This is an optimization exercise on Yosys and OpenROAD, whose aim is small area, not a production implementation.
Only simulation tests tie the RTL to the original design; equivalence was not proved.
No activity file was given, so power comes from the tool's default toggle rates.

== job 7506 ==
==> flow/design.v (excerpt) <==
module capture_framer #(
    parameter int unsigned NUM_CH    = 2,
    parameter int unsigned SAMPLE_W  = 12,
    parameter int unsigned FRAME_LEN = 64
) (
    input  logic                       clk,
    input  logic                       reset,
    input  logic [7:0]                 settings,
    input  logic [SAMPLE_W-1:0]        trig_level,
    input  logic                       sample_valid,
    input  logic [NUM_CH*SAMPLE_W-1:0] samples,
    output logic [7:0]                 tx_data,
    output logic                       tx_valid,
    input  logic                       tx_ready,
    output logic                       busy,
    output logic                       overrun
);
For scale: ~3400 cells after synthesis, about 59 I/O pins, ~0.043 mm^2 of cells after synthesis.
clock: 7.0 ns
lec_check: 0
abc_area: 1
abc_clock_period_in_ps: 7000
cap_margin: 20
core_margin: 2
core_utilization: 62
cts_buf_list: sky130_fd_sc_hd__clkbuf_8
cts_cluster_diameter: 90
cts_cluster_size: 20
place_density: 0.7
slew_margin: 20
synth_hierarchical: 1
standard.sh (not shown) runs the stock make flow with config.mk's settings and CLKGATE_MAP_FILE= SYNTH_SCRIPT=/design/flow/synth_recipe.tcl, a recipe that flattens the netlist after the stock synthesis.
==> flow/flow/run.sh <==
#!/bin/bash
set -euo pipefail
export PRE_FLOORPLAN_TCL="$PWD/flow/pre_floorplan.tcl"
export BUFFER_PORTS_ARGS="-buffer_cell sky130_fd_sc_hd__buf_1"
export CTS_ARGS="-sink_clustering_enable -repair_clock_nets -buf_list sky130_fd_sc_hd__clkbuf_8 -sink_clustering_size 20 -sink_clustering_max_diameter 90 -dont_use_dummy_load"
bash standard.sh > standard.log 2>&1
Other scripts of this flow, unchanged in this note and not shown: flow/flow/pre_floorplan.tcl
Modified inputs, job 947 compared to job 7506
- CTS_CLUSTER_DIAMETER: 90 -> 60
- CORE_UTILIZATION: 62 -> 70
- CTS_CLUSTER_SIZE: 20 -> 19
- PLACE_DENSITY: 0.7 -> 0.8
==> flow/flow/run.sh <==
#!/bin/bash
set -euo pipefail
export PRE_FLOORPLAN_TCL="$PWD/flow/pre_floorplan.tcl"
export BUFFER_PORTS_ARGS="-buffer_cell sky130_fd_sc_hd__buf_1"
export CTS_ARGS="-sink_clustering_enable -repair_clock_nets -buf_list sky130_fd_sc_hd__clkbuf_8 -sink_clustering_size 19 -sink_clustering_max_diameter 60 -dont_use_dummy_load"
bash standard.sh > standard.log 2>&1
## What came out
Per the final summary, job 947 finished and its layout is clean on timing, DRC and antenna. Time the final worst path needs with I/O delays and setup, job 7506 and job 947: smaller value in job 947. Going from job 7506 to job 947, area added between synthesis and finish held steady, wire length per cell grew by 5.4%. Initial antenna violation count delta for job 947 relative to job 7506: 1 lower. Switching power: job 947 vs job 7506 up 130 uW. Job 947 leaves more setup margin than job 7506. Compared to job 7506, job 947 was floorplanned on a smaller die. Diff job 7506 -> job 947 | critical path depth | increase of about 4.3%. Share of layout cells above drive strength 1 ends up higher on job 947. Between job 7506 and job 947, the difference in sequential share of layout area is negligible. Min share of the clock period used by the worst path across job 7506 and job 947: job 947.
Relative to job 947, the following input files were edited for job 7626:
- a change of CTS_CLUSTER_DIAMETER from 60 to 90
- a change of CTS_CLUSTER_SIZE from 19 to 20
==> flow/flow/run.sh <==
#!/bin/bash
set -euo pipefail
export PRE_FLOORPLAN_TCL="$PWD/flow/pre_floorplan.tcl"
export BUFFER_PORTS_ARGS="-buffer_cell sky130_fd_sc_hd__buf_1"
export CTS_ARGS="-sink_clustering_enable -repair_clock_nets -buf_list sky130_fd_sc_hd__clkbuf_8 -sink_clustering_size 20 -sink_clustering_max_diameter 90 -dont_use_dummy_load"
bash standard.sh > standard.log 2>&1
Findings:
Diff job 7626..job 947 | largest net degree at the start of global routing | negligible
In the flow results for job 947 and job 7626, the internal power of the cells is smaller on job 7626.
In terms of routed wire length, job 947 and job 7626 differ only marginally.
As far as count of non-filler cells in the finished layout is concerned, job 7626 and job 947 perform about the same.
There was hardly any difference in wire length of the first global-routing pass between job 947 and job 7626.
NOTE: smallest setup slack after layout in job 7626 exceeds that of job 947

========
== try-maple ==
The RTL this note starts from:
==> flow/design.v <==
package scope_pkg;
    localparam logic [7:0] FRAME_HDR = 8'hA5;
    localparam int unsigned SET_EN_BIT   = 0;
    localparam int unsigned SET_MODE_LSB = 1;
    localparam int unsigned SET_MODE_MSB = 2;
    localparam int unsigned SET_TRIG_LSB = 3;
    localparam int unsigned SET_TRIG_MSB = 7;
endpackage
module frame_buffer #(
    parameter int unsigned NUM_CH    = 2,
    parameter int unsigned SAMPLE_W  = 12,
    parameter int unsigned FRAME_LEN = 64,
    localparam int unsigned WORD_W   = NUM_CH * SAMPLE_W
) (
    input  logic              clk,
    input  logic              reset,
    input  logic              shift,
    input  logic [WORD_W-1:0] wr_data,
    output logic [WORD_W-1:0] head,     
    output logic              pol
);
    logic [FRAME_LEN*WORD_W-1:0] sr, prev;
    logic                        sel_prev, sel_own;
    assign sel_prev = shift || reset;
    assign sel_own  = !shift || reset;
    assign prev     = {sr[(FRAME_LEN-1)*WORD_W-1:0], wr_data ^ {WORD_W{pol}}};
    always_ff @(posedge clk) begin
        sr <= ~((sr | {FRAME_LEN*WORD_W{sel_prev}}) & (prev | {FRAME_LEN*WORD_W{sel_own}}));
        if (reset) pol <= 1'b0;
        else       pol <= ~pol;
    end
    assign head = sr[FRAME_LEN*WORD_W-1 -: WORD_W];
endmodule
module capture_framer #(
    parameter int unsigned NUM_CH    = 2,
    parameter int unsigned SAMPLE_W  = 12,
    parameter int unsigned FRAME_LEN = 64
) (
    input  logic                       clk,
    input  logic                       reset,
    input  logic [7:0]                 settings,
    input  logic [SAMPLE_W-1:0]        trig_level,
    input  logic                       sample_valid,
    input  logic [NUM_CH*SAMPLE_W-1:0] samples,
    output logic [7:0]                 tx_data,
    output logic                       tx_valid,
    input  logic                       tx_ready,
    output logic                       busy,
    output logic                       overrun
);
    localparam int unsigned IDX_W = $clog2(FRAME_LEN);
    typedef enum logic [2:0] {
        IDLE,
        ARMED,
        CAPTURE,
        SEND_HDR,
        SEND_CFG,
        SEND_DATA,
        SEND_SUM,
        DONE
    } state_t;
    state_t              state, state_nxt;
    logic [7:1]          set_q;        
    logic [SAMPLE_W-1:0] level_q;
    logic                prev_ge;      
    logic                have_prev;
    logic [IDX_W-1:0]    idx;          
    logic [1:0]          bsel;         
    logic [7:0]          csum;
    logic                tx_valid_nxt;
    logic                overrun_nxt;
    logic                en, take, free_run, trig_ch1;
    logic [SAMPLE_W-1:0] trig_curr;
    logic                curr_ge, trig_hit;
    logic                store, shift, idx_last;
    logic [NUM_CH*SAMPLE_W-1:0] head;
    logic [7:0]          data_byte;
    logic                pol;
    frame_buffer #(
        .NUM_CH    (NUM_CH),
        .SAMPLE_W  (SAMPLE_W),
        .FRAME_LEN (FRAME_LEN)
    ) u_buf (
        .clk     (clk),
        .reset   (reset),
        .shift   (shift),
        .wr_data (samples),
        .head    (head),
        .pol     (pol)
    );
    assign en       = settings[scope_pkg::SET_EN_BIT];
    assign take     = tx_valid && tx_ready;
    assign free_run = (set_q[2:1] == 2'b00);
    assign trig_ch1 = (set_q[7:3] == 5'd1);
    assign trig_curr = trig_ch1 ? samples[2*SAMPLE_W-1:SAMPLE_W] : samples[SAMPLE_W-1:0];
    assign curr_ge  = (trig_curr >= level_q);
    assign trig_hit = (set_q[2:1] == 2'b10) ? (prev_ge && !curr_ge) : (!prev_ge && curr_ge);
    assign idx_last = (idx == IDX_W'(FRAME_LEN - 1));
    assign store = en && sample_valid &&
                   ((state == CAPTURE) || (state == ARMED && !free_run && have_prev && trig_hit));
    assign shift = store || (state == SEND_DATA && take && bsel == 2'd3);
    always_comb begin
        case (bsel)
            2'd0: data_byte = head[7:0] ^ {8{pol}};
            2'd1: data_byte = {4'h0, head[11:8] ^ {4{pol}}};
            2'd2: data_byte = head[19:12] ^ {8{pol}};
            default: data_byte = {4'h0, head[23:20] ^ {4{pol}}};
        endcase
        case (state)
            SEND_CFG:  tx_data = {set_q, 1'b1};
            SEND_DATA: tx_data = data_byte;
            SEND_SUM:  tx_data = csum;
            default:   tx_data = scope_pkg::FRAME_HDR;
        endcase
    end
    always_comb begin
        state_nxt    = state;
        tx_valid_nxt = tx_valid;
        overrun_nxt  = overrun | sample_valid;
        case (state)
            IDLE: begin
                if (en) begin
                    state_nxt   = ARMED;
                    overrun_nxt = 1'b0;
                end
            end
            ARMED: begin
                overrun_nxt = overrun;
                if (!en)           state_nxt = IDLE;
                else if (free_run) state_nxt = CAPTURE;
                else if (store)    state_nxt = CAPTURE;
            end
            CAPTURE: begin
                overrun_nxt = overrun;
                if (!en)                    state_nxt = IDLE;
                else if (store && idx_last) state_nxt = SEND_HDR;
            end
            SEND_HDR: begin
                tx_valid_nxt = 1'b1;
                if (take) state_nxt = SEND_CFG;
            end
            SEND_CFG: begin
                if (take) state_nxt = SEND_DATA;
            end
            SEND_DATA: begin
                if (take && idx_last && bsel == 2'd3) state_nxt = SEND_SUM;
            end
            SEND_SUM: begin
                if (take) begin
                    tx_valid_nxt = 1'b0;
                    if (set_q[2:1] == 2'b11) state_nxt = DONE;
                    else if (en)             state_nxt = ARMED;
                    else                     state_nxt = IDLE;
                end
            end
            default: begin   
                if (!en) state_nxt = IDLE;
            end
        endcase
    end
    always_ff @(posedge clk) begin
        if (reset) begin
            state    <= IDLE;
            tx_valid <= 1'b0;
            busy     <= 1'b0;
            overrun  <= 1'b0;
        end else begin
            state    <= state_nxt;
            tx_valid <= tx_valid_nxt;
            busy     <= (state_nxt != IDLE) && (state_nxt != DONE);
            overrun  <= overrun_nxt;
        end
    end
    always_ff @(posedge clk) begin
        if (state == IDLE && en) begin
            set_q   <= settings[7:1];
            level_q <= trig_level;
        end
        if (state == ARMED && sample_valid) begin
            prev_ge <= curr_ge;
        end
        have_prev <= (state == ARMED) && (have_prev || sample_valid);
        idx       <= ((state == ARMED) ? '0 : idx) + IDX_W'(shift);
        bsel      <= (state == SEND_DATA) ? bsel + 2'(take) : 2'd0;
        if (state == SEND_HDR) begin
            csum <= scope_pkg::FRAME_HDR;
        end else if (take) begin
            csum <= csum ^ tx_data;
        end
    end
endmodule
==> flow/config.mk <==
export PLATFORM = sky130hd
export DESIGN_NAME = capture_framer
export DESIGN_NICKNAME = capture_framer
export VERILOG_FILES = /design/flow/design.v
export SDC_FILE = /design/flow/constraint.sdc
export NUM_CORES = 4
export LEC_CHECK = 0
export ABC_AREA = 1
export ABC_CLOCK_PERIOD_IN_PS = 7000
export CAP_MARGIN = 20
export CORE_MARGIN = 2
export CORE_UTILIZATION = 70
export CTS_BUF_LIST = sky130_fd_sc_hd__clkbuf_16
export CTS_CLUSTER_DIAMETER = 100
export CTS_CLUSTER_SIZE = 25
export PLACE_DENSITY = 0.8
export SLEW_MARGIN = 20
==> flow/constraint.sdc <==
create_clock -name core_clock -period 7.0 [get_ports {clk}]
set_input_delay 1.4000 -clock core_clock [delete_from_list [all_inputs] [get_ports {clk}]]
set_output_delay 1.4000 -clock core_clock [all_outputs]
set_load 0.01 [all_outputs]
run.sh (not shown) runs the stock make flow with config.mk's settings and CLKGATE_MAP_FILE= SYNTH_SCRIPT=/design/flow/synth_recipe.tcl, a recipe that flattens the netlist after the stock synthesis.
Stock flow here: none of the scripts above is used.
Changes in try-amber relative to try-maple:
- CTS_CLUSTER_SIZE: 25 -> unset
- CTS_CLUSTER_DIAMETER: 100 -> unset
- ABC_CLOCK_PERIOD_IN_PS: 7000 -> unset
- CTS_BUF_LIST: sky130_fd_sc_hd__clkbuf_16 -> unset
Results
- Looking only at clock transition at the registers of the reported paths, and setting everything else aside, the lower value of try-amber and try-maple goes to try-amber.
- try-amber vs. try-maple: core utilization went up by 3.8 points.
- Summary of try-amber over try-maple: sequential share of layout area fell by 3.0 points; number of nets in the layout rose by 2.0%.
- Taking try-maple as the reference, in try-amber area of all placed cells without fillers went up, overall power consumption went up, overall fraction of global-route tracks in use went up, violation count after the first detailed-route iteration went down, detailed-route via count went up.
- Delta (try-amber minus try-maple): number of setup violations in the final report has remained practically unchanged; wire length of the first global-routing pass has increased.
- The final layout from try-amber, which completed every stage, passed the timing, design-rule and antenna checks at the end of the flow.
Inputs modified between try-amber and try-tundra:
- putting CTS_CLUSTER_DIAMETER at 60 where nothing was set
- putting CTS_CLUSTER_SIZE at 18 where nothing was set
- putting CTS_BUF_LIST at sky130_fd_sc_hd__clkbuf_8 where nothing was set
- putting ABC_CLOCK_PERIOD_IN_PS at 7000 where nothing was set
==> flow/flow/run.sh (new file) <==
#!/bin/bash
# The standard layout, with one hook before floorplanning (pre_floorplan.tcl)
# that returns ABC's upsized cells to their smallest size and removes ABC's
# buffers, so that placement buffers against real wire loads instead.
set -euo pipefail
export PRE_FLOORPLAN_TCL="$PWD/flow/pre_floorplan.tcl"
bash standard.sh > standard.log 2>&1
==> flow/flow/pre_floorplan.tcl (new file) <==
# Undo the sizing and buffering that ABC does against its fixed output load:
# every combinational cell goes to the smallest cell of its family, and
# the buffers ABC inserted are removed. Placement's repair_design then
# buffers and sizes against the real wires.
set db [ord::get_db]
set n 0
foreach inst [[ord::get_db_block] getInsts] {
  set m [$inst getMaster]
  set name [$m getName]
  if {![regexp {^(sky130_fd_sc_hd__[a-z0-9]+)_([0-9]+)$} $name -> base drive]} { continue }
  if {[string match "*df*" $base] || [string match "*dl*" $base] || [string match "*buf*" $base] || [string match "*inv*" $base]} { continue }
  set best $m
  set barea [expr {[$m getWidth] * [$m getHeight]}]
  foreach d {0 1 2} {
    set c [$db findMaster ${base}_$d]
    if {$c eq "NULL" || $c eq ""} { continue }
    set a [expr {[$c getWidth] * [$c getHeight]}]
    if {$a < $barea} { set best $c; set barea $a }
  }
  if {$best ne $m} { $inst swapMaster $best; incr n }
}
puts "pre_floorplan: downsized $n cells"
remove_buffers
==> flow/standard.sh (new file) <==
#!/bin/bash
# synth_recipe.tcl (not shown) runs the flow's synth.tcl, then flattens the netlist and writes it again
# the make line also repeats each setting of config.mk as NAME=value (left out here)
make -C /OpenROAD-flow-scripts/flow DESIGN_CONFIG=/design/flow/config.mk WORK_HOME=/design/flow/orfs CLKGATE_MAP_FILE= SYNTH_SCRIPT=/design/flow/synth_recipe.tcl "${@:-finish}"
removed: flow/run.sh
## What came out
Going from try-amber to try-tundra, met1 usage increased by 0.47 points relative to the old numbers, post-layout worst setup margin moved down, met2 wire length now sits lower, post-route clock period utilization went up 11 points, total power divided by cell area lower.
Delta (try-tundra minus try-amber): time the worst path needs with I/O delays and setup increased by 0.80 ns relative to the old numbers; final instance count without filler cells decreased by 336 relative to the old numbers; aggregate routed wire length decreased by about 18% relative to the old numbers; area enclosed by the die boundary decreased by 14000 µm² relative to the old numbers; first-pass detailed-route iteration total increased by 3 relative to the old numbers.
try-tundra reports its library cell contributing the largest single delay on the critical path as sky130_fd_sc_hd__nand3_1 while try-amber reports sky130_fd_sc_hd__buf_12.
Modified inputs, try-nickel compared to try-tundra
==> flow/run.sh (new file) <==
#!/bin/bash
# synth_recipe.tcl (not shown) runs the flow's synth.tcl, then flattens the netlist and writes it again
# the make line also repeats each setting of config.mk as NAME=value (left out here)
make -C /OpenROAD-flow-scripts/flow DESIGN_CONFIG=/design/flow/config.mk WORK_HOME=/design/flow/orfs CLKGATE_MAP_FILE= SYNTH_SCRIPT=/design/flow/synth_recipe.tcl finish
removed: flow/flow/run.sh
removed: flow/flow/pre_floorplan.tcl
removed: flow/standard.sh
==> comparison <==
Measured against try-nickel, the met3 wire length of try-tundra comes out at 1.2 times the reference value. Note that the average cell area after synthesis recorded for try-nickel amounts to 1.11 times the value seen in try-tundra. Max effective utilization at floorplan across try-tundra and try-nickel: try-nickel. Delta (try-nickel minus try-tundra): post-layout total power up 870 µW; routed length per instance up about 11%.

## re-timing with driven ports
How much do the figures lean on ideal ports? The routed layouts below were timed once more, with nothing changed but the port constraints. Step 1, drivers: a clkbuf_16 drives clk and a buf_2 each remaining input, both assumed. Step 2 times the ports against the registers' clock, not the clock port: input delays grow and output delays shrink by t, the midpoint of the rising clock arrivals with the driver on. a / b / c = ideal / step 1 / step 2; a / b = the first two.
| run | t, ns | slack for setup (ns) | worst register clock-pin slew, ns |
|---|---|---|---|
| job 7506 | 0.735 | 1.383 / 1.383 / 1.383 | 0.12 / 0.12 |
| job 947 | 0.760 | 1.423 / 1.423 / 1.423 | 0.11 / 0.11 |
| job 7626 | 0.762 | 1.506 / 1.506 / 1.506 | 0.12 / 0.12 |
| try-maple | 0.702 | 2.417 / 2.417 / 1.839 | 0.10 / 0.10 |
| try-amber | 0.776 | 2.376 / 2.376 / 1.797 | 0.07 / 0.07 |
| try-tundra | 0.758 | 1.576 / 1.576 / 1.412 | 0.11 / 0.11 |
| try-nickel | 0.784 | 2.417 / 2.408 / 1.845 | 0.11 / 0.11 |
After both steps setup and hold are still met in every run listed. For try-amber, which loses most, drivers alone change the setup slack by 0.000 ns; drivers and shift together by -0.579 ns.
